Context: an optimization exercise on an open-source flow, tuned for a short achievable clock period and few clock cycles per item. The choices shown serve that exercise and are no tape-out recipe.
At most, simulation tests tie the RTL to the original design; equivalence was not proved.
Power and IR drop assume default switching activity.

Setup of 03-09:
## ppm_frame_decoder_calibrated
module ppm_frame_decoder_calibrated #(
    parameter int FRAME_SLOTS = 7
) (
    input  logic         i_clk,
    input  logic         i_rst_n,
    input  logic         i_in_valid,
    output logic         o_in_ready,
    input  ppmfd_pkg::t_us i_in_interval_us,
    output logic         o_out_valid,
    input  logic         i_out_ready,
    output ppmfd_pkg::t_axis o_out_axis_x,
    output ppmfd_pkg::t_axis o_out_axis_y,
    output ppmfd_pkg::t_axis o_out_axis_rx,
    output ppmfd_pkg::t_axis o_out_axis_ry,
    output logic         o_out_button_a,
    output logic         o_out_button_b,
    input  logic         i_cfg_valid,
    output logic         o_cfg_ready,
    input  ppmfd_pkg::t_cfg_idx i_cfg_idx,
    input  ppmfd_pkg::t_us i_cfg_data
);
    localparam int NCH    = ppmfd_pkg::AXIS_CHANNELS;
    localparam int W      = ppmfd_pkg::US_W;
    localparam int AW     = ppmfd_pkg::AXIS_W;
    localparam int SLOT_W = $clog2(FRAME_SLOTS);
    localparam logic [SLOT_W-1:0] LAST_SLOT  = SLOT_W'(FRAME_SLOTS - 1);
    localparam int BTN_A_SLOT = NCH + 1;
    localparam int BTN_B_SLOT = NCH + 2;
    localparam int CH_Y  = 0;
    localparam int CH_RY = 1;
    localparam int CH_RX = 2;
    localparam int CH_X  = 3;
    localparam int FIFO_D  = 2;
    localparam int FIFO_AW = 1;
    localparam int RES_W   = 4 * AW + 2;
    localparam int OWED_OPEN = FIFO_D;
    localparam int OWED_W    = 3;
    localparam int DIV_STEPS = AW / 2;
    localparam int TW        = W + 4;
    logic                 r_rst;
    logic                 r_iv;
    ppmfd_pkg::t_us       r_iv_data;
    logic                 r_cv;
    ppmfd_pkg::t_cfg_idx  r_cv_idx;
    ppmfd_pkg::t_us       r_cv_data;
    logic                 r_ready;
    always_ff @(posedge i_clk) begin
        r_rst     <= !i_rst_n;
        r_iv      <= i_in_valid && r_ready && i_rst_n;
        r_cv      <= i_cfg_valid && r_ready && i_rst_n;
        r_iv_data <= i_in_interval_us;
        r_cv_idx  <= i_cfg_idx;
  ...
Size in the first run: roughly 820 flip-flops, about 77 I/O pins, roughly 69000 sq um of cells after synthesis.
Settings: LEC_CHECK=0, CAP_MARGIN=20, CORE_MARGIN=2, CORE_UTILIZATION=60, PLACE_DENSITY=0.7, SETUP_SLACK_MARGIN=5, SLEW_MARGIN=20; clock period 10.0 ns.
run.sh (not shown) runs the stock make flow with config.mk's settings and CLKGATE_MAP_FILE= SYNTH_SCRIPT=/design/flow/synth_recipe.tcl, a recipe that flattens the netlist after the stock synthesis.
Setup changes, 03-09 to 04-11
Settings: CORE_UTILIZATION now 40, was 60; PLACE_DENSITY now 0.6, was 0.7.
==> flow/flow/run.sh (new file) <==
#!/bin/bash
MARGIN=${MARGIN:-7}
sed -E "s/SETUP_SLACK_MARGIN=[^ ]+/SETUP_SLACK_MARGIN=${MARGIN}/" standard.sh > standard_margin.sh
bash standard_margin.sh > standard.log 2>&1
status=$?
tail -5 standard.log
exit $status
==> flow/standard.sh (new file) <==
#!/bin/bash
# synth_recipe.tcl (not shown) runs the flow's synth.tcl, then flattens the netlist and writes it again
# the make line also repeats each setting of config.mk as NAME=value (left out here)
make -C /OpenROAD-flow-scripts/flow DESIGN_CONFIG=/design/flow/config.mk WORK_HOME=/design/flow/orfs CLKGATE_MAP_FILE= SYNTH_SCRIPT=/design/flow/synth_recipe.tcl "${@:-finish}"
removed: flow/run.sh
Results
Compared 04-11 vs 03-09, and share of post-route cells with drive strength above 1 is up in 04-11. In terms of complex-gate fraction of the synthesized area, 03-09 and 04-11 differ only marginally. Number of flops mapped to enable cells by yosys came out exactly the same in 04-11 and 03-09. Compared with 03-09, in 04-11 worst setup timing slack at the placement stage rose by 0.86 ns, largest fanout on the critical path fell by 41. 03-09 -> 04-11: wire length reported by the detailed router increased by more than 10%. Summary of 04-11 over 03-09: transition time at the pin with the least slew margin increased 0.15 ns; fraction of area in multi-input gates fell by 3.2 points; critical path arrival decreased by 1.05 ns relative to the old numbers.
No functional check of the RTL was part of any run of this note.

---

ppm_frame_decoder_calibrated, a different RTL version from the one above (not shown whole).
Size: ~8400 cells after synthesis, about 1000 flip-flops, ~77 I/O pins.
Settings: LEC_CHECK=0, CAP_MARGIN=20, CORE_MARGIN=2, CORE_UTILIZATION=40, CTS_CLUSTER_DIAMETER=80, CTS_CLUSTER_SIZE=20, PLACE_DENSITY=0.6, SETUP_SLACK_MARGIN=5, SLEW_MARGIN=20; clock period 10.0 ns.
standard.sh (not shown) runs the stock make flow with config.mk's settings and CLKGATE_MAP_FILE= SYNTH_SCRIPT=/design/flow/synth_recipe.tcl, a recipe that flattens the netlist after the stock synthesis.
==> flow/flow/run.sh <==
#!/bin/bash
MARGIN=${MARGIN:-7}
sed -E "s/SETUP_SLACK_MARGIN=[^ ]+/SETUP_SLACK_MARGIN=${MARGIN}/" standard.sh > standard_margin.sh
bash standard_margin.sh > standard.log 2>&1
status=$?
tail -5 standard.log
exit $status
The first run completed without violations.
Testbench counts at the start, summed over its fixed seeds: cycles 11,280, frames 1,590.
==> next run, changes <==
- CTS_CLUSTER_DIAMETER: 80 -> not set
- CTS_CLUSTER_SIZE: 20 -> not set
Outcome:
- non-clock buffer count fell by 2
- via count hardly moves
- critical path depth fell by 15
- maximum frequency fell by 1.1%
- worst setup slack is worse by 0.037 ns
==> next run, changes <==
- CORE_UTILIZATION: 40 -> 50
- CTS_CLUSTER_DIAMETER: not set -> 80
- CTS_CLUSTER_SIZE: not set -> 20
- PLACE_DENSITY: 0.6 -> 0.65
Power decreases by 5.3%. Clock power decreases by 26%. Global-route usage increases by 5.0 points.
==> next run, changes <==
==> flow/flow/run.sh (replaced) <==
#!/bin/bash
MARGIN=${MARGIN:-7}
sed -E -e "s/SETUP_SLACK_MARGIN=[^ ]+/SETUP_SLACK_MARGIN=${MARGIN} SKIP_CTS_REPAIR_TIMING=1/" standard.sh > standard_margin.sh
bash standard_margin.sh > standard.log 2>&1
status=$?
tail -5 standard.log
exit $status
- CORE_UTILIZATION: 50 -> 40
- PLACE_DENSITY: 0.65 -> 0.6
After rerunning: Sequential share of layout area climbs by 0.15 points; cell count climbs by 4.2%; setup slack gets worse by 0.051 ns; total power decreases by 0.63%; via count went down by about 2%; first-iteration DRC count is lower by 9.4%; cell area drops by 0.62%.
==> next run, changes <==
==> flow/flow/run.sh (replaced) <==
#!/bin/bash
MARGIN=${MARGIN:-7}
sed -E "s/SETUP_SLACK_MARGIN=[^ ]+/SETUP_SLACK_MARGIN=${MARGIN}/" standard.sh > standard_margin.sh
bash standard_margin.sh > standard.log 2>&1
status=$?
tail -5 standard.log
exit $status
- CORE_UTILIZATION: 40 -> 50
- CTS_CLUSTER_DIAMETER: 80 -> not set
- CTS_CLUSTER_SIZE: 20 -> not set
- PLACE_DENSITY: 0.6 -> 0.8
=> Clock power goes up by 14%; worst hold slack gains 0.052 ns; count of clock-buffer cells in the layout goes up by 48.

## what the ideal ports hide
In the flow no input, the clock included, has a driving cell. The finished layouts below were timed again as built, in two steps.
Step 1 sets driving cells, clkbuf_16 on the clock port and buf_2 on the other inputs (assumed; they add their load-dependent delay and slew).
Step 2 also shifts input and output timing later by t, the mid clock arrival at the registers, as if the neighbouring blocks saw the same clock.
Slacks: no drivers / after step 1 / after step 2; pairs: no drivers / after step 1.
run | t, ns | slack for setup (ns) | hold slack, ns | latest minus earliest clock arrival (ns)
03-09 | 0.784 | 5.253 / 5.253 / 4.776 | 0.441 / 0.441 / 0.441 | 0.045 / 0.045
04-11 | 0.811 | 6.238 / 6.238 / 6.238 | 0.440 / 0.440 / 0.440 | 0.047 / 0.047
the first run of note 2 | 0.807 | 6.739 / 6.688 / 6.300 | 0.398 / 0.398 / 0.398 | 0.064 / 0.064
the second run of note 2 | 0.863 | 6.702 / 6.615 / 6.257 | 0.393 / 0.393 / 0.393 | 0.099 / 0.100
the third run of note 2 | 0.792 | 6.726 / 6.655 / 6.105 | 0.435 / 0.435 / 0.435 | 0.041 / 0.041
the fourth run of note 2 | 0.799 | 6.675 / 6.675 / 6.288 | 0.397 / 0.397 / 0.397 | 0.059 / 0.059
the fifth run of note 2 | 0.827 | 6.663 / 6.663 / 6.294 | 0.449 / 0.449 / 0.449 | 0.074 / 0.074
After both steps every run listed still meets setup and hold. For the third run of note 2, which loses most, drivers alone change the setup slack by -0.071 ns; drivers and shift together by -0.621 ns.
